This design comes from an exercise in tuning for small area on the open sky130 flow, not from production work. Function was not checked in any run shown here: the RTL went through the layout flow alone. Power figures rest on the tool's default switching activity, not on a simulated workload.

[design/flow/design.v]
`timescale 1ns/1ns
package axi_lite_pkg;
  typedef logic [31:0] addr_t;
  typedef logic [31:0] data_t;
  typedef logic [3:0] strb_t;
  typedef enum logic [1:0] {
    RESP_OKAY   = 2'b00,
    RESP_SLVERR = 2'b10
  } resp_t;
endpackage
`timescale 1ns/1ns
package spi_flash_pkg;
  typedef logic [7:0]  opcode_t;
  typedef logic [23:0] flash_addr_t;
  typedef logic [3:0]  dummy_t;
  typedef logic [5:0]  data_len_t;
  typedef logic [7:0]  clkdiv_t;
  typedef logic        cs_idx_t;
  typedef enum logic [2:0] {
    ENG_IDLE,
    ENG_COMMAND,
    ENG_ADDRESS,
    ENG_DUMMY,
    ENG_DATA,
    ENG_FINISH
  } engine_state_t;
  typedef enum logic [1:0] {
    XIP_IDLE,
    XIP_WAIT,
    XIP_RESPOND
  } xip_state_t;
endpackage
`timescale 1ns/1ns
module axi_qspi_controller
(
  input  logic       s_axi_aclk,
  input  logic       s_axi_aresetn,
  input  logic       s_axi_awvalid_i,
  input  axi_lite_pkg::addr_t      s_axi_awaddr_i,
  output logic       s_axi_awready_o,
  input  logic       s_axi_wvalid_i,
  input  axi_lite_pkg::data_t      s_axi_wdata_i,
  input  axi_lite_pkg::strb_t      s_axi_wstrb_i,
  output logic       s_axi_wready_o,
  output logic       s_axi_bvalid_o,
  output logic [1:0]               s_axi_bresp_o,
  input  logic       s_axi_bready_i,
  input  logic       s_axi_arvalid_i,
  input  axi_lite_pkg::addr_t      s_axi_araddr_i,
  output logic       s_axi_arready_o,
  output logic       s_axi_rvalid_o,
  output axi_lite_pkg::data_t      s_axi_rdata_o,
  output logic [1:0]               s_axi_rresp_o,
  input  logic       s_axi_rready_i,
  output logic       spi_clk_o,
  output logic [1:0] spi_csn_o,
  output logic       spi_sdo_o,
  input  logic       spi_sdi_i
);
  localparam logic [2:0] E_IDLE  = 3'd0;
  localparam logic [2:0] E_CMD   = 3'd1;
  localparam logic [2:0] E_ADDR  = 3'd2;
  localparam logic [2:0] E_DUMMY = 3'd3;
  localparam logic [2:0] E_DATA  = 3'd4;
  localparam logic [2:0] E_FIN   = 3'd5;
  logic [7:0]  clkdiv;
  logic        cpol;
  logic [7:0]  cmd;
  logic [23:0] addr;
  logic [5:0]  dlen;
  logic        addr_en;
  logic [3:0]  dummy;
  logic        wr_dir;
  logic [31:0] tx;
  logic        cs_def;
  logic [31:0] cs_a0;
  logic [31:0] cs_m0;
  logic [31:0] cs_a1;
  logic [31:0] cs_m1;
  logic        aw_q;
  logic        bvalid_q;
  logic        bresp_q;
  logic        trig_q;
  logic [2:0]  rs;
  logic [3:0]  ridx;
  logic [2:0]  es;
  logic [7:0]  div;
  logic        sclk;
  logic [5:0]  k;
  logic [31:0] rx;
  logic [1:0]  csn;
  logic        sdo;
  logic        wr_go;
  logic        wr_ok;
  logic [3:0]  wsel;
  logic        we;
  logic [3:0]  st;
  logic [31:0] wd;
  assign st    = s_axi_wstrb_i;
  assign wd    = s_axi_wdata_i;
  assign wsel  = s_axi_awaddr_i[5:2];
  assign wr_go = s_axi_awvalid_i & s_axi_wvalid_i & ~bvalid_q & ~aw_q;
  assign wr_ok = (s_axi_awaddr_i[31:6] == 26'h0) && (s_axi_awaddr_i[1:0] == 2'b00) &&
                 (wsel <= 4'd11);
  assign we    = aw_q & wr_ok;
  assign s_axi_awready_o = aw_q;
  assign s_axi_wready_o  = aw_q;
  assign s_axi_bvalid_o  = bvalid_q;
  assign s_axi_bresp_o   = {bresp_q, 1'b0};
  always_ff @(posedge s_axi_aclk or negedge s_axi_aresetn) begin
    if (!s_axi_aresetn) begin
      aw_q     <= 1'b0;
      bvalid_q <= 1'b0;
      trig_q   <= 1'b0;
    end else begin
      aw_q   <= wr_go;
      trig_q <= we && (wsel == 4'd6) && st[0] && wd[0];
      if (bvalid_q && s_axi_bready_i) bvalid_q <= 1'b0;
      if (aw_q) bvalid_q <= 1'b1;
    end
  end
  always_ff @(posedge s_axi_aclk) begin
    if (aw_q) bresp_q <= ~wr_ok;
  end
  logic        clr;
  logic [31:0] wdc;
  logic [3:0]  ln;
  assign wdc = wd & {32{~clr}};
  assign ln  = st & {4{we}};
  always_ff @(posedge s_axi_aclk or negedge s_axi_aresetn) begin
    if (!s_axi_aresetn) begin
      clr  <= 1'b1;
      cpol <= 1'b0;
    end else begin
      clr <= 1'b0;
      if (ln[1] && wsel == 4'd0) cpol <= wd[8];
    end
  end
  always_ff @(posedge s_axi_aclk) begin
    if (clr || (ln[0] && wsel == 4'd0)) clkdiv <= wdc[7:0] | {5'h0, clr, 2'h0};
    if (clr || (ln[0] && wsel == 4'd1)) cmd <= wdc[7:0];
    for (int i = 0; i < 3; i++) begin
      if (clr || (ln[i] && wsel == 4'd2)) addr[8*i +: 8] <= wdc[8*i +: 8];
    end
    if (clr || (ln[0] && wsel == 4'd3)) dlen <= wdc[5:0];
    if (clr || (ln[1] && wsel == 4'd3)) begin
      addr_en <= wdc[8];
      dummy   <= wdc[15:12];
    end
    if (clr || (ln[2] && wsel == 4'd3)) wr_dir <= wdc[16];
    if (clr || (ln[0] && wsel == 4'd7)) cs_def <= wdc[0];
    for (int i = 0; i < 4; i++) begin
      if (clr || (ln[i] && wsel == 4'd4))  tx[8*i +: 8]    <= wdc[8*i +: 8];
      if (clr || (ln[i] && wsel == 4'd8))  cs_a0[8*i +: 8] <= wdc[8*i +: 8];
      if (clr || (ln[i] && wsel == 4'd9))  cs_m0[8*i +: 8] <= wdc[8*i +: 8];
      if (clr || (ln[i] && wsel == 4'd10)) cs_a1[8*i +: 8] <= wdc[8*i +: 8];
      if (clr || (ln[i] && wsel == 4'd11)) cs_m1[8*i +: 8] <= wdc[8*i +: 8];
    end
  end
  logic        reg_sel;
  logic        busy;
  logic        rd_ok;
  logic [3:0]  rsel;
  logic [31:0] reg_rd;
  assign reg_sel = (s_axi_araddr_i[31:12] == 20'h0);
  assign busy    = (es != E_IDLE);
  assign rsel    = s_axi_araddr_i[5:2];
  assign rd_ok   = (s_axi_araddr_i[11:6] == 6'h0) && (s_axi_araddr_i[1:0] == 2'b00) &&
                   (rsel <= 4'd11);
  always_ff @(posedge s_axi_aclk or negedge s_axi_aresetn) begin
    if (!s_axi_aresetn) begin
      rs <= 3'b000;
    end else begin
      case (rs)
        3'b000: if (s_axi_arvalid_i) begin
          if (reg_sel) rs <= 3'b010;
          else if (!busy) rs <= 3'b110;
        end
        3'b010: rs <= 3'b001;
        3'b110: rs <= 3'b100;
        3'b100: if (es == E_FIN) rs <= 3'b101;
        3'b001, 3'b101: if (s_axi_rready_i) rs <= 3'b000;
        default: rs <= 3'b000;
      endcase
    end
  end
  always_ff @(posedge s_axi_aclk) begin
    if (rs[1]) begin
      if (!reg_sel) ridx <= 4'd13;
      else if (!rd_ok) ridx <= 4'd15;
      else if (rsel == 4'd6 && !busy) ridx <= 4'd12;
      else ridx <= rsel;
    end
  end
  always_comb begin
    case (ridx)
      4'd0:  reg_rd = {23'h0, cpol, clkdiv};
      4'd1:  reg_rd = {24'h0, cmd};
      4'd2:  reg_rd = {8'h0, addr};
      4'd3:  reg_rd = {15'h0, wr_dir, dummy, 3'h0, addr_en, 2'h0, dlen};
      4'd4:  reg_rd = tx;
      4'd5:  reg_rd = rx;
      4'd6:  reg_rd = 32'h1;
      4'd7:  reg_rd = {31'h0, cs_def};
      4'd8:  reg_rd = cs_a0;
      4'd9:  reg_rd = cs_m0;
      4'd10: reg_rd = cs_a1;
      4'd11: reg_rd = cs_m1;
      4'd13: reg_rd = {rx[7:0], rx[15:8], rx[23:16], rx[31:24]};
      default: reg_rd = '0;
    endcase
  end
  assign s_axi_arready_o = rs[1];
  assign s_axi_rvalid_o  = rs[0];
  assign s_axi_rdata_o   = reg_rd;
  assign s_axi_rresp_o   = {ridx == 4'd15, 1'b0};
  logic        xip;
  logic        start;
  logic        cs_pick;
  logic [23:0] xoff;
  logic        e_addr_en;
  logic [3:0]  e_dummy;
  logic [5:0]  e_len;
  logic        e_rx;
  logic        last;
  logic [2:0]  nph;
  logic [31:0] ca;
  logic        bit_out;
  logic [5:0]  k_inc;
  assign xip     = rs[2];
  assign start   = (rs == 3'b110) | trig_q;
  assign cs_pick = ((s_axi_araddr_i & cs_m0) == cs_a0) ? 1'b0 :
                   ((s_axi_araddr_i & cs_m1) == cs_a1) ? 1'b1 : cs_def;
  assign xoff    = {s_axi_araddr_i[23:12] - 12'h1, s_axi_araddr_i[11:0]};
  assign e_addr_en = xip | addr_en;
  assign e_dummy   = xip ? 4'h0 : dummy;
  assign e_len     = xip ? 6'd32 : dlen;
  assign e_rx      = xip | (es == E_DATA && !wr_dir);
  assign k_inc     = k + 6'd1;
  always_comb begin
    case (es)
      E_CMD:   last = (k[2:0] == 3'b111);
      E_ADDR:  last = (k[4:0] == 5'b11111);
      E_DUMMY: last = (k_inc == {2'b00, e_dummy});
      default: last = (k_inc == e_len);
    endcase
  end
  always_comb begin
    nph = E_FIN;
    if (es == E_CMD && e_addr_en) begin
      nph = E_ADDR;
    end else if ((es == E_CMD || es == E_ADDR) && e_dummy != 4'h0) begin
      nph = E_DUMMY;
    end else if (es != E_DATA && e_len != 6'h0) begin
      nph = E_DATA;
    end
  end
  assign ca = {cmd, addr};
  always_comb begin
    case (es)
      E_CMD, E_ADDR: bit_out = xip ? rx[31] : ca[~k[4:0]];
      E_DATA:        bit_out = ~k[5] & tx[~k[4:0]];
      default:       bit_out = 1'b0;
    endcase
  end
  assign spi_clk_o = cpol ^ sclk;
  assign spi_csn_o = csn;
  assign spi_sdo_o = sdo;
  always_ff @(posedge s_axi_aclk or negedge s_axi_aresetn) begin
    if (!s_axi_aresetn) begin
      es   <= E_IDLE;
      sclk <= 1'b0;
      csn  <= 2'b11;
      sdo  <= 1'b0;
    end else begin
      case (es)
        E_IDLE: begin
          if (start) begin
            es  <= E_CMD;
            csn <= cs_pick & xip | cs_def & ~xip ? 2'b01 : 2'b10;
          end
        end
        E_FIN: begin
          es  <= E_IDLE;
          csn <= 2'b11;
        end
        default: begin
          if (div == clkdiv) begin
            sclk <= ~sclk;
            if (!sclk) begin
              sdo <= bit_out;
            end else begin
              if (last) es <= nph;
            end
          end
        end
      endcase
    end
  end
  logic        rx_ld;
  logic        rx_en;
  assign rx_ld = clr | (es == E_IDLE && start);
  assign rx_en = (es != E_IDLE) && (es != E_FIN) && (div == clkdiv) && sclk && e_rx;
  always_ff @(posedge s_axi_aclk) begin
    if (rx_ld) begin
      rx <= xip ? {8'h03, xoff} : 32'h0;
    end else if (rx_en) begin
      rx <= {rx[30:0], spi_sdi_i};
    end
  end
  always_ff @(posedge s_axi_aclk) begin
    if (es == E_IDLE) begin
      div <= '0;
      k   <= '0;
    end else if (div != clkdiv) begin
      div <= div + 8'd1;
    end else begin
      div <= '0;
      if (sclk) k <= (last && !(es == E_CMD && e_addr_en)) ? 6'd0 : k_inc;
    end
  end
endmodule
[design/flow/run.sh]
#!/bin/bash
# synth_recipe.tcl (not shown) runs the flow's synth.tcl, then flattens the netlist and writes it again
# the make line also repeats each setting of config.mk as NAME=value (left out here)
make -C /OpenROAD-flow-scripts/flow DESIGN_CONFIG=/design/flow/config.mk WORK_HOME=/design/flow/orfs CLKGATE_MAP_FILE= SYNTH_SCRIPT=/design/flow/synth_recipe.tcl finish
[design/flow/constraint.sdc]
create_clock -name core_clock -period 5.0 [get_ports {s_axi_aclk}]
set_input_delay 1.0000 -clock core_clock [delete_from_list [all_inputs] [get_ports {s_axi_aclk}]]
set_output_delay 1.0000 -clock core_clock [all_outputs]
set_load 0.01 [all_outputs]
[design/flow/config.mk]
export PLATFORM = sky130hd
export DESIGN_NAME = axi_qspi_controller
export DESIGN_NICKNAME = axi_qspi_controller
export VERILOG_FILES = /design/flow/design.v
export SDC_FILE = /design/flow/constraint.sdc
export NUM_CORES = 4
export LEC_CHECK = 0
export CAP_MARGIN = 20
export CORE_MARGIN = 2
export CORE_UTILIZATION = 40
export SLEW_MARGIN = 20
==> run notes, run 1 <==
- The run finished with no timing, DRC or antenna violations.
- The count of endpoints failing hold in the final timing report is 0.
- For the pin with the worst max-slew slack, the measured transition is between 1 and 1.5 ns.
- The internal reg-to-reg setup slack is 2.17 ns.
- STA classifies the critical path endpoint as an output pin.
- In the routed layout, each cell is associated on average with a via count of 6.06.
- The total of fill cells in the finished design is between 2000 and 3000.
- Setup repair after global routing left no endpoint under its margin.
- The remaining antenna violation count after routing is 0.
- The area of the multi-input gates is 0.00511 mm^2.
- After synthesis, the share of flip-flops with an asynchronous set or reset is 0.0538.
- The worst setup margin is slightly above 0.5 ns.
- sky130_fd_sc_hd__edfxtp_1 is the most common cell in the netlist.
- Registers take 0.00817 mm^2.
- The maximum clock path buffer count is 3.
- In this run the tightest slew margin relative to its limit is 0.322.
- The data required time at the worst endpoint is ~4 ns.
- The insertion delay to the later sink of the worst-skew pair is 0.57 ns.
- In this run, placement finished with an instance count of 1649.
- Of the total synthesized cell area, the portion taken by full adders, half adders and majority gates is 0.00462.
- Of the cells placed in the final design, the portion with a size suffix greater than 1 is 0.0922.
- The final global-route overflow total is 0.
- At the end of routability-driven placement, the weighted congestion stood at 0.957.
- After clock tree synthesis, the setup repair step added 0 buffers.
- The capture endpoint of the worst hold path is aw_q$_DFF_PN0_.
- The count of boundary I/O pins is around 150.
- In this run the worst path has a maximum fanout of 19.
- Walking the worst path, the cells encountered are nand2b_1 > nor2_2 > buf_4 > a22o_1 > a221oi_1 > nand3_1 > clkdlybuf4s50_1.
- The clock arrives with 0.0204 ns of skew.
- The maximum vdd drop is 271 uV.
- The global-route usage over all layers is 0.267.
- The maximum clock frequency is 223 MHz.
- TritonCTS built the clock tree.
- The reg-to-reg critical path endpoint is rx[23]$_DFFE_PP_.
- After clock tree synthesis, the clock-pin slew on the worst setup and hold paths is about 0.060 ns.
- At the end of the flow, the number of nets in the layout was 1347.
- The synthesized netlist contains 66 unique library cells.
- The root buffer cell chosen for the clock tree is sky130_fd_sc_hd__clkbuf_16.
- Of the total synthesized cell area, the portion taken by AND, OR, NAND and NOR gates is 0.134.
- The overall via count from detail_route is 10300.
- The number of detailed-route iterations in the first pass is 10.
- The largest family of logic cells by synthesized area is simple AND/OR/NAND/NOR gates.
- The source of the worst hold timing path is bvalid_q$_DFFE_PN0P_.
- The count of clock tree sinks is about 280.
- The number of antenna violations at the first check in global routing came to 1.
- After technology mapping, the gate count stands at around 1100.
- Counting instances, the worst hold path has a depth of 1.
- The iteration-0 DRC count of the detailed router is 1563.
- For the final routed database, the setup TNS stands at 0 ns.
- The worst setup path is of the reg -> out kind.
- The core box area is ~0.033 mm^2.
- Yosys attributes the largest share of cell area to sky130_fd_sc_hd__edfxtp_1 (55%), sky130_fd_sc_hd__nand2_1 (3.7%), sky130_fd_sc_hd__a22oi_1 (3.6%).
- The portion of synthesized cell area occupied by the leading cell type is 0.554.
- In this run, post-CTS hold repair placed 0 buffers.
- The static leakage is 5.92 nW.
- The power per cell area is 378 mW/mm^2.
- The area of the die is 0.0354 mm^2.
- The vertical die dimension is 188 um.
- The total number of H-tree levels is 1.
- Counting both buffers and inverters, the worst setup path holds a total of 2.
- Leaving out filler cells and counting taps, the final layout contains 1706.
- The number of register bits inferred by synthesis is 279.
- The gate family responsible for the most delay along the worst path is simple AND/OR/NAND/NOR gates.
- The wire length per cell after detailed routing is 27.6 um.
- The number of pins with negative max-slew slack in the final report came to 0.
- The synthesized design contains 250 enable-type register cells.
- From synthesis to final layout, the design area changed by 23.1%.
- The design draws 0.00630 W.
- The average instance area after synthesis is between 10 and 15 um^2.
- The chip width is 188 um.
- For this run, the number of Yosys warnings is 1.
- Of the total synthesized cell area, the portion taken by XOR and XNOR cells is 0.0631.
- The count of instances resized after the clock tree is built is 0.
- The compound-gate portion of the synthesized area is 0.128.
- The number of global-route vias before repair came to 10200.
- The floorplan has 67 rows.
- The max-cap violation count is 0.
- The slowest stage of the critical path is the sky130_fd_sc_hd__nor2_2 cell.
- The biggest area consumer among synthesized cells is sky130_fd_sc_hd__edfxtp_1.
- Measured against the total synthesized area, the mux share comes to 0.0435.
- In the synthesized netlist the dominant register cell turns out to be sky130_fd_sc_hd__edfxtp_1.
- The worst hold path belongs to the class reg -> reg.
- The beginning of the worst register-to-register path is es[2]$_DFFE_PN0P_.
- The pre-CTS setup slack is 1.20 ns.
- The maximum number of pins on one net before global-route repair is 52.
- For this run, design rule violations remaining after detail routing come to 0.
- The mapped cell area is 0.0135 mm^2.
- The number of buffers added by the clock tree synthesis step is 31.
- The shortest period the worst path allows is 4.48 ns.
- For this block, the routed nets add up to 47200 um of wire.
- Across all hold checks on the routed design, the worst slack comes to a little under 0.5 ns.
- The starting density of the core is 0.405.
- The global-route wire length before repair is roughly 69000 um.
- Ranked by instance count, the synthesized netlist is headed by sky130_fd_sc_hd__edfxtp_1 (250), sky130_fd_sc_hd__nand2_1 (132), sky130_fd_sc_hd__a22oi_1 (65).
- The count of buffers added on input and output ports is 150.
- The number of diodes is 0.
- The number of setup violations in the final report is 0.
- Detailed placement ended at an HPWL of 35500 um.
- The worst setup path is launched from a register.
- At the worst endpoint, the arrival time is 3.48 ns.
- The portion of the clock cycle consumed by the worst path in the final layout is 0.896.
- Counting cells, the worst reg-to-reg path comes to 6.
- In this design, the stage delay of the slowest critical-path cell is around 0.65 ns.
- The part of the Yosys area used for sequential elements is 0.603.
==> how the worst max path moves through the flow <==
stage / slack, ns / startpoint / cells after the start / endpoint
floorplan: 2.03 / ridx[0]$_SDFFCE_PN1P_ / 7 / s_axi_rdata_o[7]
global placement: 1.24 / ridx[1]$_SDFFCE_PN0P_ / 7 / s_axi_rdata_o[5]
detailed placement: 1.20 / ridx[2]$_SDFFCE_PP1P_ / 7 / s_axi_rdata_o[10]
CTS: 0.59 / ridx[1]$_SDFFCE_PN0P_ / 7 / s_axi_rdata_o[0]
global route: 0.44 / ridx[1]$_SDFFCE_PN0P_ / 7 / s_axi_rdata_o[0]
finish: 0.52 / ridx[1]$_SDFFCE_PN0P_ / 7 / s_axi_rdata_o[0]
==> cell families after synthesis <==
logic type      after synthesis
compound gates              227
xor+xnor                     96
fa+ha+maj                     5
buf+inv                      78
flops                       279
mux                          33
other cells                   1
simple gates                369
==> state kept, by name, indices dropped and copies added (netlist names), 2 cells and up <==
signal  flops
dummy       4
cs_m0      32
clkdiv      8
addr       24
cmd         8
rx         32
cs_a1      32
rs          3
dlen        6
k           6
cs_a0      32
cs_m1      32
ridx        4
es          3
div         8
tx         32
csn         2
==> layout by cell type, fill, tap and decap left out, types with 15 or more instances in the layout <==
cell / count
sky130_fd_sc_hd__nor2_1: 42
sky130_fd_sc_hd__clkdlybuf4s50_1: 150
sky130_fd_sc_hd__a22oi_1: 65
sky130_fd_sc_hd__a22o_1: 26
sky130_fd_sc_hd__xnor2_1: 41
sky130_fd_sc_hd__inv_1: 17
sky130_fd_sc_hd__nor2b_1: 33
sky130_fd_sc_hd__buf_4: 21
sky130_fd_sc_hd__nand3_1: 39
sky130_fd_sc_hd__nor4_1: 25
sky130_fd_sc_hd__a222oi_1: 15
sky130_fd_sc_hd__clkbuf_16: 31
sky130_fd_sc_hd__a21o_1: 28
sky130_fd_sc_hd__nor3_1: 21
sky130_fd_sc_hd__nand2_1: 132
sky130_fd_sc_hd__a221oi_1: 24
sky130_fd_sc_hd__mux4_2: 20
sky130_fd_sc_hd__xor2_1: 54
sky130_fd_sc_hd__nand4_1: 18
sky130_fd_sc_hd__o21ai_0: 30
sky130_fd_sc_hd__edfxtp_1: 250
==> where the power goes <==
group          internal (W)  switching, W  total, W
registers           0.00276      0.000208   0.00297
logic              0.000352      0.000484  0.000836
clock network       0.00154      0.000953   0.00249
==> metrics by stage <==
step / cell area (um^2) / utilization
floorplan: 13600 / -
global placement: 15600 / 0.465
detailed placement: 15600 / 0.465
CTS: 16700 / 0.498
global route: 16700 / 0.499
finish: 16700 / 0.499
==> layer usage <==
layer | global-route usage | up-vias | share of wire
met5 | 0 | - | 0
met4 | 0.112 | 0 | 0.043
met3 | 0.0528 | 110 | 0.11
met2 | 0.397 | 646 | 0.44
met1 | 0.381 | 5088 | 0.41
li1 | - | 4487 | -
==> cell type report <==
| type | instances | area share |
|---|---|---|
| clock buffers | 33 | 0.0470 |
| clock inverters | 24 | 0.0199 |
| inverters | 18 | 0.00405 |
| multi-input cells | 733 | 0.306 |
| flip-flops and latches | 279 | 0.490 |
| well taps | 448 | 0.0336 |
| repair buffers | 171 | 0.0995 |
==> run 2, diff against run 1 <==
--- a/design/flow/config.mk
+++ b/design/flow/config.mk
@@ -7,5 +7,6 @@
 export LEC_CHECK = 0
 export CAP_MARGIN = 20
 export CORE_MARGIN = 2
-export CORE_UTILIZATION = 40
+export CORE_UTILIZATION = 55
+export CTS_BUF_LIST = sky130_fd_sc_hd__clkbuf_4
 export SLEW_MARGIN = 20
==> run notes, run 2 <==
- The number of pins with negative max-slew slack in the final report is 0.
- In the final timing run, aggregate negative setup slack is 0 ns.
- The part of the Yosys area used for sequential elements is 0.603.
- The starting density of the core is 0.559.
- The iteration-0 DRC count of the detailed router is 1727.
- The average instance area after synthesis is 12.4 um^2.
- TritonCTS created 76 clock buffers.
- From left edge to right edge, the die measures between 150 and 200 um.
- The kind of path behind the tightest hold check is reg -> reg.
- Leaving out fill and tap cells, the most frequent cell in the layout is sky130_fd_sc_hd__edfxtp_1.
- The utilization after layout is 0.675.
- The tool flagged a number of max-cap violations equal to 0.
- In the synthesized netlist, the cells that appear most often are sky130_fd_sc_hd__edfxtp_1 (250), sky130_fd_sc_hd__nand2_1 (132), sky130_fd_sc_hd__a22oi_1 (65).
- The maximum number of pins on one net before global-route repair is 52.
- Leaving out fill and tap cells, the most frequent cells in the layout are sky130_fd_sc_hd__edfxtp_1 (250), sky130_fd_sc_hd__clkdlybuf4s50_1 (150), sky130_fd_sc_hd__nand2_1 (132).
- The number of register bits inferred by synthesis is about 280.
- The clock tree from TritonCTS is built.
- The area of the die is 0.0259 mm^2.
- The share of total power dissipated in combinational logic is 0.141.
- Across all hold checks on the routed design, the worst slack comes to approximately 0.47 ns.
- Post-CTS timing repair inserted 0 buffers for setup.
- Of the cells placed in the final design, the portion with a size suffix greater than 1 is 0.138.
- The count of clock tree sinks is approximately 280.
- STA classifies the critical path endpoint as an output pin.
- Measured along the y axis, the die boundary spans 161 um.
- Detailed placement finished with a half-perimeter wire length of 32800 um.
- The fraction of registers with async set/reset is 0.0538.
- Setup violations remaining at the end of the flow were counted as 0.
- OpenSTA, run right after detailed placement, puts the worst setup slack at 1.16 ns.
- The most used flip-flop cell after synthesis is sky130_fd_sc_hd__edfxtp_1.
- STA classifies the critical path startpoint as a register.
- For this block, the via count after detailed routing is 10800.
- The count of buffers from port buffering is 150.
- The core box area is 0.0242 mm^2.
- For this run, the number of Yosys warnings is 1.
- STA puts the critical path data arrival time at 3.66 ns.
- The maximum clock path buffer count is 3.
- Summed over all nets, the switching power comes to 0.00164 W.
- The remaining antenna violation count after routing is 0.
- The count of unresolved DRC violations after routing is 0.
- The share of total power in the clock network is 0.349.
- The data required time at the worst endpoint is 4.00 ns.
- After detailed routing, the wire length on met1 is 17400 um.
- Once routing completed, OpenROAD measured the worst setup slack at 0.338 ns.
- The buffer type at the clock tree root is sky130_fd_sc_hd__clkbuf_4.
- Summed over all layers, the routed wires come to 45000 um.
- Clock-pin slew was measured on the worst setup and hold paths at 0.07 ns.
- The number of cells on the worst hold path is 1.
- The pre-antenna-repair detailed-routing pass consisted of 6 iterations.
- By area the synthesized netlist is led by sky130_fd_sc_hd__edfxtp_1 (55%), sky130_fd_sc_hd__nand2_1 (3.7%), sky130_fd_sc_hd__a22oi_1 (3.6%).
- The uppermost signal routing layer after detailed routing is met4.
- The portion of synthesized cell area occupied by the leading cell type is 0.554.
- In this run the power density over the cells is 356 mW/mm^2.
- The final layout contains 1391 nets.
- The count of endpoints failing hold in the final timing report was 0.
- In this run the tightest slew margin relative to its limit is 0.243.
- The total of fill cells in the finished design is 1866.
- The total number of H-tree levels is 3.
- The routed design uses ~20000 um of met2 wire.
- After detailed routing, the average wire length per cell comes to 27.1 um.
- The final global-route overflow total is 0.
- At the pin with the least slew margin, the transition time is ~1.1 ns.
- The number of instances in the synthesized netlist is 1088.
- The met3 layer wire length in the routed design is 5090 um.
- The routed design could run at a clock period as short as 4.66 ns.
- The maximum clock frequency is approximately 210 MHz.
- The number of global-route vias before repair was 10400.
- The number of antenna violations at the first check in global routing came to 1.
- The via density per instance is 6.53.
- The switching share of power is 0.281.
- The count of instances resized after the clock tree is built is 0.
- The count of boundary I/O pins is 153.
- The final RePlAce weighted congestion is 0.962.
- For this run, the total global-route usage over all layers was measured as 0.352.
- Setup repair after global routing left no endpoint under its margin.
- The worst reg2reg path depth is 7.
- Clock latency on the worst-skew pair, taken at its later pin, is around 0.71 ns.
- The share of total power dissipated in sequential elements is 0.510.
- The biggest area consumer among synthesized cells is sky130_fd_sc_hd__edfxtp_1.
- Relative to the synthesized area, the layout overhead comes to 20.8%.
- The number of enable-type register cells in the synthesized netlist is between 200 and 300.
- The first global-routing pass estimated 66600 um of wire.
- The number of hold buffers added after CTS was 0.
- By instance count, the leading cell after synthesis is sky130_fd_sc_hd__edfxtp_1.
- The largest clock skew in the final design is around 0.052 ns.
- Across the VDD grid, the largest voltage drop is between 200 and 250 uV.
- The static leakage is 5.96 nW.
- Of all nets on the critical path, the largest fanout is 21.
- The internal power of the cells totals 0.00419 W.
- The setup path with the least slack is of type reg -> out.
- The portion of the clock cycle consumed by the worst path in the final layout is 0.932.
- After synthesis the cells add up to 0.0135 mm^2.
- The floorplan has 57 rows.
- The number of library cell types mapped by synthesis is 66.
- The run finished with no timing, DRC or antenna violations.
## run 2: logic make-up (layout without fill, tap and decap cells)
family,count (synthesis),after routing,synth area share
muxes,33,33,0.0435
xor gates and xnor gates,96,96,0.0631
AOI/OAI and AO/OA,227,227,0.128
DFF,279,279,0.603
adders and majority gates,5,5,0.00462
buffers and inverters,78,322,0.0238
other,1,5,0.000277
and+or+nand+nor,369,369,0.134
## run 2: stage by stage
stage | power, W | instance area (um^2) | std cells
finish | 0.00583 | 16400 | 1660
global route | 0.00604 | 16400 | 1659
CTS | 0.00583 | 16400 | 1658
detailed placement | 0.00381 | 15400 | 1524
global placement | 0.00381 | 15400 | 1524
floorplan | 0.00335 | 13600 | 1090
## run 2: power groups by stage
stage	clock network [W]	logic (W)	registers [W]
floorplan	0	0.000461	0.00289
global placement	0	0.000800	0.00301
detailed placement	0	0.000809	0.00301
CTS	0.00206	0.000812	0.00296
global route	0.00218	0.000878	0.00298
finish	0.00204	0.000822	0.00297
## run 2: layout make-up
type                            instances  area, um^2  area share
Clock buffer                          112         841      0.0514
Timing Repair Buffer                  170        1650       0.101
Clock inverter                         22         121     0.00742
Sequential cell                       279        8170       0.499
Tap cell                              324         405      0.0248
Inverter                               18        67.6     0.00413
Antenna cell                            2        5.00    0.000306
Multi-Input combinational cell        733        5100       0.312
## run 2: path summary, 6_finish.rpt
check / from / slack (ns) / endpoint
max in group asynchronous: s_axi_aresetn / 3.63 / cpol$_DFFE_PN0P_
min in group asynchronous: s_axi_aresetn / 0.79 / rs[1]$_DFFE_PN0P_
min: bvalid_q$_DFFE_PN0P_ / 0.47 / aw_q$_DFF_PN0_
min reg2reg: bvalid_q$_DFFE_PN0P_ / 0.47 / aw_q$_DFF_PN0_
max: ridx[1]$_SDFFCE_PN0P_ / 0.34 / s_axi_rdata_o[1]
max reg2reg: k[0]$_SDFFE_PP0P_ / 1.85 / sdo$_DFFE_PN0P_
## run 2: critical path, cell delays in order (launching register included)
cell	delay [ns]
sky130_fd_sc_hd__edfxtp_1	0.54
sky130_fd_sc_hd__nand2b_1	0.29
sky130_fd_sc_hd__nor2_2	0.65
sky130_fd_sc_hd__buf_4	0.47
sky130_fd_sc_hd__a22oi_1	0.17
sky130_fd_sc_hd__o2111ai_1	0.19
sky130_fd_sc_hd__clkdlybuf4s50_1	0.60
## run 2: routing by layer
layer  global-route usage  vias to the layer above
li1                     -                     4635
met1                0.476                     5249
met2                0.545                      804
met3               0.0919                      154
met4                0.145                        0
met5                    0                        -
==> run 3, diff against run 2 <==
==> design/flow/flow/run.sh (new file) <==
#!/bin/bash
# The standard layout, with the port buffers made of the smallest buffer
# cell and a clock tree of fewer, larger sink clusters without dummy loads.
set -euo pipefail
export BUFFER_PORTS_ARGS="-buffer_cell sky130_fd_sc_hd__buf_1"
export CTS_ARGS="-sink_clustering_enable -repair_clock_nets -sink_clustering_size 25 -sink_clustering_max_diameter 100 -dont_use_dummy_load -buf_list sky130_fd_sc_hd__clkbuf_16"
bash standard.sh > standard.log 2>&1
==> design/flow/standard.sh (new file) <==
#!/bin/bash
# synth_recipe.tcl (not shown) runs the flow's synth.tcl, then flattens the netlist and writes it again
# the make line also repeats each setting of config.mk as NAME=value (left out here)
make -C /OpenROAD-flow-scripts/flow DESIGN_CONFIG=/design/flow/config.mk WORK_HOME=/design/flow/orfs CLKGATE_MAP_FILE= SYNTH_SCRIPT=/design/flow/synth_recipe.tcl "${@:-finish}"
--- a/design/flow/config.mk
+++ b/design/flow/config.mk
@@ -7,6 +7,5 @@
 export LEC_CHECK = 0
 export CAP_MARGIN = 20
 export CORE_MARGIN = 2
-export CORE_UTILIZATION = 55
-export CTS_BUF_LIST = sky130_fd_sc_hd__clkbuf_4
+export CORE_UTILIZATION = 50
 export SLEW_MARGIN = 20
removed: design/flow/run.sh
==> run notes, run 3 <==
- The flow ran to the end and the layout has no timing, DRC or antenna violations.
- The met2 wire length is 21300 um.
- The detailed placer's ending HPWL is 34800 um.
- The power per cell area is 333 mW/mm^2.
- The total power of the final layout is 0.00495 W.
- Summing all flip-flop and latch instances after layout gives 0.00817 mm^2.
- The worst setup margin is 0.959 ns.
- The dominant synthesized flop cell is sky130_fd_sc_hd__edfxtp_1.
- For this block, the initial DRC count from the detailed router was 1814.
- The number of pins with negative max-slew slack in the final report is 0.
- 153 I/O pins were placed.
- After global routing the overflow that remains totals 0.
- The summed negative setup slack over all endpoints is 0 ns.
- STA classifies the critical path endpoint as an output pin.
- The synthesized design contains between 200 and 300 register bits.
- For this design the static power due to leakage is about 5.2 nW.
- The number of global-route vias before repair was between 9000 and 10000.
- The routed layout has 10500 vias.
- In the synthesized netlist, the number of instances is 1088.
- Measured along the y axis, the die boundary spans 169 um.
- The area of the multi-input gates is roughly 0.0051 mm^2.
- The portion of the clock cycle consumed by the worst path in the final layout is 0.808.
- The first element of the critical path is ridx[2]$_SDFFCE_PP1P_.
- Post-CTS timing repair inserted 0 buffers for setup.
- The total number of H-tree levels is 1.
- The area of the die is 0.0284 mm^2.
- Clock-pin slew was measured on the worst setup and hold paths at 0.10 ns.
- The shortest period the worst path allows is roughly 4.0 ns.
- The kind of launch point of the worst setup path is a register.
- Of the cells placed in the final design, the portion with a size suffix greater than 1 is 0.0658.
- The slew at the pin closest to its max-slew limit is 1.22 ns.
- The clock tree from TritonCTS is built.
- The maximum clock frequency is 247 MHz.
- After detailed routing, the total wire length is around 47000 um.
- The kind of path behind the tightest hold check is in -> async.
- The met3 layer wire length in the routed design is just over 5000 um.
- The area overhead of the layout relative to synthesis is 9.91%.
- Of the post-synthesis cell area, the dominant cell type holds 0.554.
- In this run the worst path has a maximum fanout of 14.
- The class of the most critical setup path is reg -> out.
- The global-route wire length before repair is 67900 um.
- For this configuration, the core starts out at a cell density of 0.505.
- The max-cap violation count is 0.
- The data arrival time of the worst path is 3.04 ns.
- Buffers placed on the I/O ports in this run total 150.
- Among all stages on the critical path, the largest delay is contributed by sky130_fd_sc_hd__nor2_2.
- The wire length on met1 is 18600 um.
- After detailed routing, the number of remaining DRC violations is 0.
- In this run, post-CTS repair resized a total of 0 instances.
- The fraction of registers with async set/reset is 0.0538.
- The most repeated cell in the gate-level netlist after synthesis is sky130_fd_sc_hd__edfxtp_1.
- In this run, post-CTS hold repair placed 0 buffers.
- The first detailed-routing pass took 7 iterations.
- Setup repair after global routing left no endpoint under its margin.
- No sink is reached through more buffers than the 3 on the longest clock path.
- The data required time at the worst endpoint is about 4.0 ns.
- The cell sitting at the root of the clock tree is a sky130_fd_sc_hd__clkbuf_16.
- The largest incremental delay on the critical path is 0.85 ns.
- A synthesized cell averages 12.4 um^2.
- Entering global routing, the biggest net connects 64 pins.
- Traced cell by cell, the critical path runs through nand2b_1 > nor2_2 > buf_4 > a22oi_1 > nand4_1 > buf_1.
- TritonCTS created 15 clock buffers.
- The region available for standard cell placement spans 0.0268 mm^2.
- The tightest hold path in the finished design has a slack of between 0.4 and 0.5 ns.
- The count of nets left with antenna violations once routing finished came out at 0.
- The wire length per cell after detailed routing is 30.2 um.
- The count of endpoints failing hold in the final timing report is 0.
- Dividing the detail-routed via count by the number of cells gives 6.77.
- The mapped cell area is 0.0135 mm^2.
- The chip width is about 170 um.
- The library cells used most frequently in the layout, excluding fill and tap cells, are sky130_fd_sc_hd__edfxtp_1 (250), sky130_fd_sc_hd__buf_1 (149), sky130_fd_sc_hd__nand2_1 (132).
- In the synthesized netlist, the cells that appear most often are sky130_fd_sc_hd__edfxtp_1 (250), sky130_fd_sc_hd__nand2_1 (132), sky130_fd_sc_hd__a22oi_1 (65).
- The most common library cell in the layout ignoring fill and taps is sky130_fd_sc_hd__edfxtp_1.
- The final RePlAce weighted congestion is around 0.97.
- The final layout net count is 1330.
- The detailed router used layers up to and including met4.
- In the post-synthesis netlist, the biggest area contributors are sky130_fd_sc_hd__edfxtp_1 (55%), sky130_fd_sc_hd__nand2_1 (3.7%), sky130_fd_sc_hd__a22oi_1 (3.6%).
- The worst slew slack as a fraction of its limit is 0.186.
- In this run the core area contains 60 standard-cell rows.
- Across every metal layer, demand over resource in global routing totals 0.330.
- The number of antenna violations at the first check in global routing was 1.
- CTS saw 279 sinks.
- The number of library cell types mapped by synthesis is 66.
- sky130_fd_sc_hd__edfxtp_1 takes more of the synthesized area than any other cell.
- At the later pin of the worst-skew pair, clock insertion delay measures approximately 0.52 ns.
- For this run, the number of Yosys warnings is 1.
- The utilization after layout is 0.556.
- The largest clock skew in the final design is 0.0351 ns.
- In this run the critical register-to-register path is launched from k[1]$_SDFFE_PP0P_.
- Counting flops with a built-in enable in the synthesized netlist gives 250.
- The total of fill cells in the finished design is 2250.
- The part of the Yosys area used for sequential elements is 0.603.
- Before CTS, the worst setup slack after placement is ~1.6 ns.
- The maximum vdd drop is 264 uV.
- The number of setup violations in the final report is 0.
[run 3: cell counts after synthesis]
Identical to the previous run, type by type.
[run 3: cells by family after synthesis]
group                      synth area share
other                              0.000277
and+or+nand+nor                       0.134
muxes                                0.0435
xor gates and xnor gates             0.0631
AOI/OAI and AO/OA                     0.128
buffers and inverters                0.0238
adders and majority gates           0.00462
DFF                                   0.603
[run 3: power by group]
part	switching (W)	internal, W
logic	0.000472	0.000248
registers	0.000214	0.00275
clock network	0.000723	0.000541
[run 3: critical path, delay by kind of cell, from the launching register on]
kind | cells | cell delay (ns)
AOI/OAI and AO/OA | 1 | 0.09
and+or+nand+nor | 3 | 1.39
buffers and inverters | 2 | 0.54
DFF | 1 | 0.51
[run 3: area by class of cell]
class / instances / share of cell area
Tap cell: 341 / 0.0287
Sequential cell: 279 / 0.549
Multi-Input combinational cell: 733 / 0.343
Antenna cell: 1 / 0.000168
Clock buffer: 15 / 0.0252
Timing Repair Buffer: 170 / 0.0497
Inverter: 18 / 0.00454
[run 3: worst paths after layout]
check	end	slack, ns	cells past startpoint
max	s_axi_rdata_o[7]	0.96	6
min	sdo$_DFFE_PN0P_	0.43	1
max reg2reg	k[2]$_SDFFE_PP0P_	1.95	7
min reg2reg	aw_q$_DFF_PN0_	0.46	1
max in group asynchronous	clr$_DFF_PN1_	4.19	1
min in group core_clock	aw_q$_DFF_PN0_	0.46	1
[run 3: stage by stage]
stage	std cells	cell area, um^2
after floorplan	1090	13600
after global routing	1556	14900
after CTS	1555	14900
final	1557	14900
after detailed placement	1540	14500
after global placement	1540	14500
[run 3: per-layer routing]
metal,track usage,vias to the layer above
met5,0,-
met4,0.121,0
met3,0.0472,119
met2,0.515,755
met1,0.474,5234
li1,-,4426
==> run 4, diff against run 3 <==
--- a/design/flow/design.v
+++ b/design/flow/design.v
@@ -122,39 +122,46 @@
   always_ff @(posedge s_axi_aclk) begin
     if (aw_q) bresp_q <= ~wr_ok;
   end
-  logic        clr;
-  logic [31:0] wdc;
-  logic [3:0]  ln;
-  assign wdc = wd & {32{~clr}};
-  assign ln  = st & {4{we}};
   always_ff @(posedge s_axi_aclk or negedge s_axi_aresetn) begin
     if (!s_axi_aresetn) begin
-      clr  <= 1'b1;
-      cpol <= 1'b0;
-    end else begin
-      clr <= 1'b0;
-      if (ln[1] && wsel == 4'd0) cpol <= wd[8];
-    end
-  end
-  always_ff @(posedge s_axi_aclk) begin
-    if (clr || (ln[0] && wsel == 4'd0)) clkdiv <= wdc[7:0] | {5'h0, clr, 2'h0};
-    if (clr || (ln[0] && wsel == 4'd1)) cmd <= wdc[7:0];
-    for (int i = 0; i < 3; i++) begin
-      if (clr || (ln[i] && wsel == 4'd2)) addr[8*i +: 8] <= wdc[8*i +: 8];
-    end
-    if (clr || (ln[0] && wsel == 4'd3)) dlen <= wdc[5:0];
-    if (clr || (ln[1] && wsel == 4'd3)) begin
-      addr_en <= wdc[8];
-      dummy   <= wdc[15:12];
-    end
-    if (clr || (ln[2] && wsel == 4'd3)) wr_dir <= wdc[16];
-    if (clr || (ln[0] && wsel == 4'd7)) cs_def <= wdc[0];
-    for (int i = 0; i < 4; i++) begin
-      if (clr || (ln[i] && wsel == 4'd4))  tx[8*i +: 8]    <= wdc[8*i +: 8];
-      if (clr || (ln[i] && wsel == 4'd8))  cs_a0[8*i +: 8] <= wdc[8*i +: 8];
-      if (clr || (ln[i] && wsel == 4'd9))  cs_m0[8*i +: 8] <= wdc[8*i +: 8];
-      if (clr || (ln[i] && wsel == 4'd10)) cs_a1[8*i +: 8] <= wdc[8*i +: 8];
-      if (clr || (ln[i] && wsel == 4'd11)) cs_m1[8*i +: 8] <= wdc[8*i +: 8];
+      clkdiv  <= 8'd4;
+      cpol    <= 1'b0;
+      cmd     <= '0;
+      addr    <= '0;
+      dlen    <= '0;
+      addr_en <= 1'b0;
+      dummy   <= '0;
+      wr_dir  <= 1'b0;
+      tx      <= '0;
+      cs_def  <= 1'b0;
+      cs_a0   <= '0;
+      cs_m0   <= '0;
+      cs_a1   <= '0;
+      cs_m1   <= '0;
+    end else if (we) begin
+      case (wsel)
+        4'd0: begin
+          if (st[0]) clkdiv <= wd[7:0];
+          if (st[1]) cpol <= wd[8];
+        end
+        4'd1: if (st[0]) cmd <= wd[7:0];
+        4'd2: for (int i = 0; i < 3; i++) if (st[i]) addr[8*i +: 8] <= wd[8*i +: 8];
+        4'd3: begin
+          if (st[0]) dlen <= wd[5:0];
+          if (st[1]) begin
+            addr_en <= wd[8];
+            dummy   <= wd[15:12];
+          end
+          if (st[2]) wr_dir <= wd[16];
+        end
+        4'd4: for (int i = 0; i < 4; i++) if (st[i]) tx[8*i +: 8] <= wd[8*i +: 8];
+        4'd7: if (st[0]) cs_def <= wd[0];
+        4'd8: for (int i = 0; i < 4; i++) if (st[i]) cs_a0[8*i +: 8] <= wd[8*i +: 8];
+        4'd9: for (int i = 0; i < 4; i++) if (st[i]) cs_m0[8*i +: 8] <= wd[8*i +: 8];
+        4'd10: for (int i = 0; i < 4; i++) if (st[i]) cs_a1[8*i +: 8] <= wd[8*i +: 8];
+        4'd11: for (int i = 0; i < 4; i++) if (st[i]) cs_m1[8*i +: 8] <= wd[8*i +: 8];
+        default: ;
+      endcase
     end
   end
   logic        reg_sel;
@@ -185,9 +192,8 @@
     end
   end
   always_ff @(posedge s_axi_aclk) begin
-    if (rs[1]) begin
-      if (!reg_sel) ridx <= 4'd13;
-      else if (!rd_ok) ridx <= 4'd15;
+    if (rs == 3'b010) begin
+      if (!rd_ok) ridx <= 4'd15;
       else if (rsel == 4'd6 && !busy) ridx <= 4'd12;
       else ridx <= rsel;
     end
@@ -206,14 +212,13 @@
       4'd9:  reg_rd = cs_m0;
       4'd10: reg_rd = cs_a1;
       4'd11: reg_rd = cs_m1;
-      4'd13: reg_rd = {rx[7:0], rx[15:8], rx[23:16], rx[31:24]};
       default: reg_rd = '0;
     endcase
   end
   assign s_axi_arready_o = rs[1];
   assign s_axi_rvalid_o  = rs[0];
-  assign s_axi_rdata_o   = reg_rd;
-  assign s_axi_rresp_o   = {ridx == 4'd15, 1'b0};
+  assign s_axi_rdata_o   = rs[2] ? {rx[7:0], rx[15:8], rx[23:16], rx[31:24]} : reg_rd;
+  assign s_axi_rresp_o   = {~rs[2] & (ridx == 4'd15), 1'b0};
   logic        xip;
   logic        start;
   logic        cs_pick;
@@ -270,6 +275,7 @@
     if (!s_axi_aresetn) begin
       es   <= E_IDLE;
       sclk <= 1'b0;
+      rx   <= '0;
       csn  <= 2'b11;
       sdo  <= 1'b0;
     end else begin
@@ -277,6 +283,7 @@
         E_IDLE: begin
           if (start) begin
             es  <= E_CMD;
+            rx  <= xip ? {8'h03, xoff} : 32'h0;
             csn <= cs_pick & xip | cs_def & ~xip ? 2'b01 : 2'b10;
           end
         end
@@ -290,6 +297,7 @@
             if (!sclk) begin
               sdo <= bit_out;
             end else begin
+              if (e_rx) rx <= {rx[30:0], spi_sdi_i};
               if (last) es <= nph;
             end
           end
@@ -297,17 +305,6 @@
       endcase
     end
   end
-  logic        rx_ld;
-  logic        rx_en;
-  assign rx_ld = clr | (es == E_IDLE && start);
-  assign rx_en = (es != E_IDLE) && (es != E_FIN) && (div == clkdiv) && sclk && e_rx;
-  always_ff @(posedge s_axi_aclk) begin
-    if (rx_ld) begin
-      rx <= xip ? {8'h03, xoff} : 32'h0;
-    end else if (rx_en) begin
-      rx <= {rx[30:0], spi_sdi_i};
-    end
-  end
   always_ff @(posedge s_axi_aclk) begin
     if (es == E_IDLE) begin
       div <= '0;
==> design/flow/run.sh (new file) <==
#!/bin/bash
# synth_recipe.tcl (not shown) runs the flow's synth.tcl, then flattens the netlist and writes it again
# the make line also repeats each setting of config.mk as NAME=value (left out here)
make -C /OpenROAD-flow-scripts/flow DESIGN_CONFIG=/design/flow/config.mk WORK_HOME=/design/flow/orfs CLKGATE_MAP_FILE= SYNTH_SCRIPT=/design/flow/synth_recipe.tcl finish
--- a/design/flow/config.mk
+++ b/design/flow/config.mk
@@ -7,5 +7,5 @@
 export LEC_CHECK = 0
 export CAP_MARGIN = 20
 export CORE_MARGIN = 2
-export CORE_UTILIZATION = 50
+export CORE_UTILIZATION = 40
 export SLEW_MARGIN = 20
removed: design/flow/flow/run.sh
removed: design/flow/standard.sh
==> run notes, run 4 <==
- Of all nets on the critical path, the largest fanout is 18.
- The count of clock tree sinks is around 280.
- At the end of the flow, the number of nets in the layout was 1611.
- By count the netlist is led by sky130_fd_sc_hd__dfrtp_1 (256), sky130_fd_sc_hd__mux2_2 (223), sky130_fd_sc_hd__nand2_1 (146).
- Timing would allow up to 215 MHz.
- The global-route wire length before repair is 80800 um.
- Walking the worst path, the cells encountered are nand2b_1 > nor2_2 > buf_4 > a22oi_1 > nand4_1 > a22o_1 > clkdlybuf4s50_1.
- After clock tree synthesis, the clock-pin slew on the worst setup and hold paths is 0.06 ns.
- The biggest area consumer among synthesized cells is sky130_fd_sc_hd__dfrtp_1.
- Ranked by total cell area, the synthesized netlist is headed by sky130_fd_sc_hd__dfrtp_1 (43%), sky130_fd_sc_hd__mux2_2 (17%), sky130_fd_sc_hd__a22oi_1 (4.5%).
- The final global-route overflow total is 0.
- STA classifies the critical path startpoint as a register.
- The library cell used most frequently in the layout, excluding fill and tap cells, is sky130_fd_sc_hd__dfrtp_1.
- The shortest period the worst path allows is roughly 4.6 ns.
- The iteration-0 DRC count of the detailed router is 1411.
- In this run the deepest clock path goes through 3 buffers.
- The buffers inserted during post-CTS setup optimization is 0.
- The design area is 0.0181 mm^2.
- 0 antenna diodes ended up in the layout.
- The critical path contains buffers and inverters numbering 2 combined.
- The clock tree from TritonCTS is built.
- The kind of end point of the critical path is an output pin.
- Summed over all cells, the static leakage comes to between 8 and 9 nW.
- The total power of the final layout is a little over 0.007 W.
- Buffers inserted during clock tree synthesis total 34.
- The count of buffers from port buffering is 150.
- The clock arrives with around 0.018 ns of skew.
- Summing every instance area after synthesis gives about 0.015 mm^2.
- The switching share of power is 0.337.
- The number of warnings reported in the yosys synthesis log is 1.
- The top cell types in the final layout, fill and taps aside, are sky130_fd_sc_hd__dfrtp_1 (255), sky130_fd_sc_hd__mux2_2 (223), sky130_fd_sc_hd__clkdlybuf4s50_1 (149).
- In this run the power density over the cells is 400 mW/mm^2.
- The maximum vdd drop is roughly 210 uV.
- The count of instances resized after the clock tree is built is 0.
- Counting flops and latches in the post-synthesis netlist gives roughly 280.
- The buffer type at the clock tree root is sky130_fd_sc_hd__clkbuf_16.
- The core box area is roughly 0.037 mm^2.
- The number of detailed-route iterations in the first pass is 6.
- Measured on the finished design, the core utilization comes to 0.493.
- The total of hold buffers inserted after clock tree synthesis is 0.
- The portion of synthesized cell area occupied by the leading cell type is 0.427.
- The floorplan has 70 rows.
- The final RePlAce weighted congestion is 0.979.
- The slew at the pin closest to its max-slew limit is 1.09 ns.
- For the final routed database, the setup TNS stands at 0 ns.
- Of the synthesized area, sequential elements account for 0.461.
- The initial utilization of the core area, before any placement, comes to 0.408.
- Measured along the x axis, the die boundary spans between 150 and 200 um.
- The number of global-route vias before repair is roughly 12000.
- The share of total power dissipated in sequential elements is 0.385.
- The cell-internal power is 0.00481 W.
- The detailed placer's ending HPWL is 40300 um.
- The worst slew slack as a fraction of its limit is 0.273.
- The number of library cell types mapped by synthesis is 65.
- Dividing the detail-routed via count by the number of cells gives 6.25.
- The overall via count from detail_route is approximately 12000.
- The routed design has 54400 um of wire.
- The share of total power dissipated in combinational logic is 0.283.
- By instance count, the leading cell after synthesis is sky130_fd_sc_hd__dfrtp_1.
- The total number of H-tree levels is 2.
- The post-place instance area is 0.0171 mm^2.
- The dominant synthesized flop cell is sky130_fd_sc_hd__dfrtp_1.
- The gate family responsible for the most delay along the worst path is simple AND/OR/NAND/NOR gates.
- The number of instances in the synthesized netlist is 1353.
- Setup violations remaining at the end of the flow were counted as 0.
- The number of enable-type register cells in the synthesized netlist is 5.
- The global-route usage over all layers is 0.280.
- The portion of the clock cycle consumed by the worst path in the final layout is 0.929.
- The share of final-layout standard cells stronger than drive strength 1 is 0.229.
- The number of pins with negative max-slew slack in the final report is 0.
- The insertion delay to the later sink of the worst-skew pair is ~0.52 ns.
- For this run, design rule violations remaining after detail routing come to 0.
- The data required time at the worst endpoint is 4.00 ns.
- The worst hold slack across all endpoints is 0.460 ns.
- The worst setup path is of the reg -> out kind.
- The net switching power of the design is 0.00245 W.
- The number of antenna violations at the first check in global routing is 0.
- For this run, the slowest stage of the critical path takes 0.79 ns.
- The area overhead of the layout relative to synthesis is 20.8%.
- The count of endpoints failing hold in the final timing report is 0.
- The area of the die is 0.0391 mm^2.
- The slowest stage of the critical path belongs to the cell sky130_fd_sc_hd__edfxtp_1.
- The share of total power in the clock network is 0.333.
- The data arrival time of the worst path is 3.64 ns.
- The maximum number of pins on one net before global-route repair is 89.
- The remaining antenna violation count after routing is 0.
- The average instance area after synthesis is 11.1 um^2.
- The run finished with no timing, DRC or antenna violations.
- Pin placement for this block handled between 150 and 200 I/O pins.
- The max-cap violation count is 0.
- The die is slightly below 200 um tall.
- Setup repair after global routing left no endpoint under its margin.
- The wire length per cell after detailed routing is between 20 and 30 um.
- The kind of path behind the tightest hold check is reg -> reg.
- The fraction of registers with async set/reset is 0.932.
-- run 4: cell count changes after synthesis, moves of 25 or more --
| cell | delta |
|---|---|
| sky130_fd_sc_hd__a22oi_1 | +25 |
| sky130_fd_sc_hd__a21oi_1 | +32 |
| sky130_fd_sc_hd__xnor2_1 | +25 |
| sky130_fd_sc_hd__dfrtp_1 | +244 |
| sky130_fd_sc_hd__a22o_1 | +32 |
| sky130_fd_sc_hd__a21o_1 | -27 |
| sky130_fd_sc_hd__mux2_2 | +220 |
| sky130_fd_sc_hd__nor2b_1 | -31 |
| sky130_fd_sc_hd__edfxtp_1 | -245 |
-- run 4: routing by layer --
metal / wire (um) / vias to the layer above / global-route usage
met5: 34 / - / 0.00639
met4: 1550 / 2 / 0.0802
met3: 4800 / 98 / 0.0541
met2: 24600 / 628 / 0.432
met1: 23400 / 6371 / 0.399
li1: - / 5336 / -
-- run 4: worst paths after layout --
check                                       from                     to  slack [ns]  cells past startpoint
max                        ridx[3]$_SDFFCE_PP1N_       s_axi_rdata_o[0]        0.36                      7
min                         bvalid_q$_DFFE_PN0P_         aw_q$_DFF_PN0_        0.46                      1
max reg2reg                    k[0]$_SDFFE_PP0P_      es[0]$_DFFE_PN0P_        1.58                      9
min reg2reg                 bvalid_q$_DFFE_PN0P_         aw_q$_DFF_PN0_        0.46                      1
max in group asynchronous          s_axi_aresetn  cs_m0[16]$_DFFE_PN0P_        3.41                      2
min in group asynchronous          s_axi_aresetn       sclk$_DFFE_PN0P_        0.51                      1
-- run 4: cell families after synthesis --
logic type	synth area share
buffers and inverters	0.0247
AO/OA/AOI/OAI	0.128
adder cells (fa/ha/maj)	0.00417
other	0.000250
XOR/XNOR	0.0560
multiplexers	0.202
flip-flops	0.461
AND/OR/NAND/NOR	0.124
-- run 4: layout make-up --
class | count | area, um^2
Inverter | 13 | 48.8
Tap cell | 468 | 586
Clock buffer | 52 | 980
Fill cell | 3312 | 18700
Timing Repair Buffer | 179 | 1740
Multi-Input combinational cell | 992 | 7770
Sequential cell | 278 | 6920
Clock inverter | 7 | 93.8
-- run 4: through the flow --
| step | worst slack [ns] | std cells |
|---|---|---|
| after floorplan | 1.91 | 1354 |
| after global placement | 1.14 | 1930 |
| after detailed placement | 1.05 | 1930 |
| after CTS | 0.490 | 1989 |
| after global routing | 0.285 | 1989 |
| final | 0.356 | 1989 |
-- run 4: worst register-to-register path: stages (launching register included) --
cell and delay [ns]:
sky130_fd_sc_hd__dfxtp_1 0.94, sky130_fd_sc_hd__ha_1 0.31, sky130_fd_sc_hd__and3_1 0.16, sky130_fd_sc_hd__ha_1 0.27, sky130_fd_sc_hd__xnor2_1 0.15, sky130_fd_sc_hd__o22a_1 0.17, sky130_fd_sc_hd__a2111oi_2 0.41, sky130_fd_sc_hd__a41oi_2 0.29
sky130_fd_sc_hd__o32a_1 0.41, sky130_fd_sc_hd__a32o_1 0.20
-- run 4: power groups by stage --
stage	Sequential (W)	Combinational (W)	Clock [W]
after global placement	0.00282	0.00201	0
after detailed placement	0.00282	0.00203	0
after floorplan	0.00258	0.00131	0
final	0.00279	0.00205	0.00242
after global routing	0.00281	0.00220	0.00254
after CTS	0.00278	0.00204	0.00244

[port drivers added, routing unchanged]
Ports are ideal in the flow. The routed layouts listed here were re-timed in OpenROAD. Step 1 assumes that a clkbuf_16 drives the clock port and a buf_2 every other input. Step 2 moves the port delays by t, midway between the first and last clock arrival at a register: inputs arrive t later, outputs are due t later. That takes back most of the time a late clock gives input paths. Three values: ideal, step 1, step 2; two values: the first two.
run	t (ns)	setup slack, ns	clock arrival spread, ns	worst register clock-pin slew, ns	pins driven straight from the clock port
run 1	0.617	0.519 / 0.465 / 1.082	0.021 / 0.022	0.06 / 0.06	1
run 2	0.732	0.338 / 0.292 / 1.024	0.055 / 0.054	0.07 / 0.07	1
run 3	0.547	0.959 / 0.909 / 1.456	0.036 / 0.036	0.11 / 0.11	1
run 4	0.561	0.356 / 0.301 / 0.863	0.020 / 0.021	0.06 / 0.06	1
After both steps every run listed still meets setup and hold.
